From an optimization exercise on the open Yosys and OpenROAD flow, aimed at small area, a short achievable clock period and few clock cycles per item; shortcuts taken in it are not production practice.
Where RTL was checked, it was by simulation tests only, not by an equivalence proof against the original.

Design rational_add_sub_reduce_top, start of the top module:
module rational_add_sub_reduce_top
(
    input  wire logic      aclk,
    input  wire logic      aresetn,
    input  wire logic      s_valid,
    output logic           s_ready,
    input  wire logic [128:0] s_data,    
    output logic           m_valid,
    input  wire logic      m_ready,
    output logic [126:0]   m_data       
);
Size in the first run: ~610 flip-flops, about 260 I/O pins, roughly 0.052 sq mm of cells after synthesis.
==> flow/config.mk <==
export PLATFORM = sky130hd
export DESIGN_NAME = rational_add_sub_reduce_top
export DESIGN_NICKNAME = rational_add_sub_reduce_top
export VERILOG_FILES = /design/flow/design.v
export SDC_FILE = /design/flow/constraint.sdc
export NUM_CORES = 4
export LEC_CHECK = 0
export ABC_CLOCK_PERIOD_IN_PS = 4000
export CAP_MARGIN = 20
export CORE_MARGIN = 2
export CORE_UTILIZATION = 60
export PLACE_DENSITY = 0.7
export SETUP_SLACK_MARGIN = 5
export SLEW_MARGIN = 20
==> flow/constraint.sdc <==
create_clock -name core_clock -period 10.0 [get_ports {aclk}]
set_input_delay 2.0000 -clock core_clock [delete_from_list [all_inputs] [get_ports {aclk}]]
set_output_delay 2.0000 -clock core_clock [all_outputs]
set_load 0.01 [all_outputs]
run.sh (not shown) runs the stock make flow with config.mk's settings and CLKGATE_MAP_FILE= SYNTH_SCRIPT=/design/flow/synth_recipe.tcl, a recipe that flattens the netlist after the stock synthesis.
Testbench counts at the start, summed over its fixed seeds: cycles 104,752, items 3,200.
Change:
--- a/flow/design.v
+++ b/flow/design.v
@@ -38,44 +38,14 @@
         logic gcd_done;    
         logic div_done;    
     } status_t;
 endpackage
 `default_nettype wire
 `timescale 1ns / 1ps
 `default_nettype none
-module rasr_add #(parameter int W = 64, parameter int LW = 6)
-(
-    input  wire logic [W-1:0] x,
-    input  wire logic [W-1:0] y,
-    input  wire logic         ci,
-    output logic      [W-1:0] s,
-    output logic              co
-);
-    logic [W-1:0] p, g, pp, gg;
-    always_comb begin
-        p  = x ^ y;
-        g  = x & y;
-        pp = p;
-        gg = g;
-        gg[0] = g[0] | (p[0] & ci);
-        for (int i = 0; i < LW; i++) begin
-            for (int j = W - 1; j >= 0; j--) begin
-                if ((j >> i) & 1) begin
-                    gg[j] = gg[j] | (pp[j] & gg[((j >> i) << i) - 1]);
-                    pp[j] = pp[j] & pp[((j >> i) << i) - 1];
-                end
-            end
-        end
-        s  = p ^ {gg[W-2:0], ci};
-        co = gg[W-1];
-    end
-endmodule
-`default_nettype wire
-`timescale 1ns / 1ps
-`default_nettype none
 module rational_add_sub_reduce_top
 (
     input  wire logic      aclk,
     input  wire logic      aresetn,
     input  wire logic      s_valid,
     output logic           s_ready,
     input  wire logic [128:0] s_data,    
@@ -106,18 +76,16 @@
     wire [35:0] pp1 = booth_pp(x_an, dbd);
     wire [35:0] pp2 = booth_pp(x_ad, dbn);
     wire [35:0] pp3 = booth_pp(x_ad, dbd);
     wire [35:0] acc_n = {{2{mn_hi[33]}}, mn_hi};
     wire [35:0] acc_d = {{2{md_hi[33]}}, md_hi};
     wire [35:0] cs_s = acc_n ^ pp1 ^ pp2;
     wire [35:0] cs_c = {(acc_n[34:0] & pp1[34:0]) | (acc_n[34:0] & pp2[34:0]) | (pp1[34:0] & pp2[34:0]), dbn[2]};
-    wire [35:0] sum_n, sum_d;
-    wire        sum_n_co, sum_d_co;
-    rasr_add #(.W(36), .LW(6)) u_add_n (.x(cs_s), .y(cs_c), .ci(dbd[2]), .s(sum_n), .co(sum_n_co));
-    rasr_add #(.W(36), .LW(6)) u_add_d (.x(acc_d), .y(pp3), .ci(dbd[2]), .s(sum_d), .co(sum_d_co));
+    wire [35:0] sum_n = cs_s + cs_c + {35'd0, dbd[2]};
+    wire [35:0] sum_d = acc_d + pp3 + {35'd0, dbd[2]};
     wire ld;     
     always_ff @(posedge aclk) begin
         if (!aresetn) begin
             mstate <= M_IDLE;
         end else begin
             case (mstate)
                 M_IDLE: if (s_valid) mstate <= M_RUN;
@@ -174,21 +142,17 @@
     logic        zden;           
     logic        res;            
     logic        cinit;          
     logic [2:0]  hs;             
     wire        new_neg = mn_hi[33] && !mzden;
     wire        new_bz  = mzden || ({mn_hi, mn_lo} == 66'd0);
     wire        dsub = dsub_r;
-    wire [64:0] d;
-    wire        d_co, ge_co;
-    rasr_add #(.W(65), .LW(7)) u_add_v (.x({ineg, b}), .y({dsub, a ^ {64{dsub}}}), .ci(dsub), .s(d), .co(d_co));
+    wire [64:0] d    = {ineg, b} + {dsub, a ^ {64{dsub}}} + {64'd0, dsub};
     wire        dneg = dsub && d[64];
-    wire [63:0] ge_s;
-    rasr_add #(.W(64), .LW(6)) u_cmp (.x(b), .y(~a), .ci(1'b1), .s(ge_s), .co(ge_co));
-    wire        b_lt_a = !ge_co;
+    wire        b_lt_a = (b < a);
     wire        bpar = b[0] ^ bp;      
     function automatic logic [2:0] tz7(input logic [6:0] v);
         tz7 = v[0] ? 3'd0 : v[1] ? 3'd1 : v[2] ? 3'd2 : v[3] ? 3'd3 :
               v[4] ? 3'd4 : v[5] ? 3'd5 : v[6] ? 3'd6 : 3'd7;
     endfunction
     wire take    = res && m_ready;
     wire run     = !cinit || take;   
@@ -236,19 +200,16 @@
     wire [63:0] bnew = (xsh[63:0] ^ {64{inv}}) | {63'd0, (inv || (k_shb && bp)) && exact};
     wire        bpnew = (inv || (k_shb && bp)) && !exact;
     wire [63:0] ysrc1 = c_tca ? ca1 : cb1;
     wire [61:0] ysrc2 = c_tca ? ca2 : cb2;
     wire [63:0] cbsh1 = ysrc1 << csh;
     wire [61:0] cbsh2 = ysrc2 << csh;
     wire        c_cin  = c_nega || c_negb;
-    wire [63:0] csum1;
-    wire [61:0] csum2;
-    wire        csum1_co, csum2_co;
-    rasr_add #(.W(64), .LW(6)) u_add_c1 (.x(ca1 ^ {64{c_nega}}), .y(cb1 ^ {64{c_negb}}), .ci(c_cin), .s(csum1), .co(csum1_co));
-    rasr_add #(.W(62), .LW(6)) u_add_c2 (.x(ca2 ^ {62{c_nega}}), .y(cb2 ^ {62{c_negb}}), .ci(c_cin), .s(csum2), .co(csum2_co));
+    wire [63:0] csum1 = (ca1 ^ {64{c_nega}}) + (cb1 ^ {64{c_negb}}) + {63'd0, c_cin};
+    wire [61:0] csum2 = (ca2 ^ {62{c_nega}}) + (cb2 ^ {62{c_negb}}) + {61'd0, c_cin};
     wire vfin = (lstate == L_LOOP) && bz && !cinit;     
     assign ld = (mstate == M_DONE) && ((lstate == L_IDLE) || vfin);
     wire cof_init = (ld && !vfin && (!res || take)) || (cinit && take);
     always_ff @(posedge aclk) begin
         if (!aresetn) begin
             lstate <= L_IDLE;
             res    <= 1'b0;
After rerunning: The new run finished clean; first-iteration DRC count climbs by 52%; clock-buffer cell count goes down by 15; via count rises by 15%; hold slack got worse by 20 ps; global-route usage rose by 3.9 points.
Function not checked in the second run of this note: the RTL went through the layout flow alone.

## afterwards: timing with drivers on the ports
No port has a modelled driver above. Below, the same layouts with a new extraction and two added sets of constraints. Step 1 (the two cells are an assumption about what drives the block):
set clk [get_ports {aclk}]
set_driving_cell -lib_cell sky130_fd_sc_hd__clkbuf_16 $clk
set_driving_cell -lib_cell sky130_fd_sc_hd__buf_2 [delete_from_list [all_inputs] $clk]
Step 2 moves the port delays by t, midway between the first and last clock arrival at a register: inputs arrive t later, outputs are due t later. That takes back most of the time a late clock gives input paths. Slacks: ideal ports / drivers / drivers and shift; pairs: ideal ports / drivers.
| run | t, ns | setup slack, ns | worst setup path after step 2 | pins driven straight from the clock port |
|---|---|---|---|---|
| the first run | 0.718 | 4.577 / 4.577 / 4.577 | register to register | 1 |
| the second run | 0.728 | 4.993 / 4.993 / 4.295 | input to register | 1 |
After both steps setup and hold are still met in every run listed. The setup slack of the second run, which loses most, moves by 0.000 ns with the drivers and by -0.698 ns with both steps.
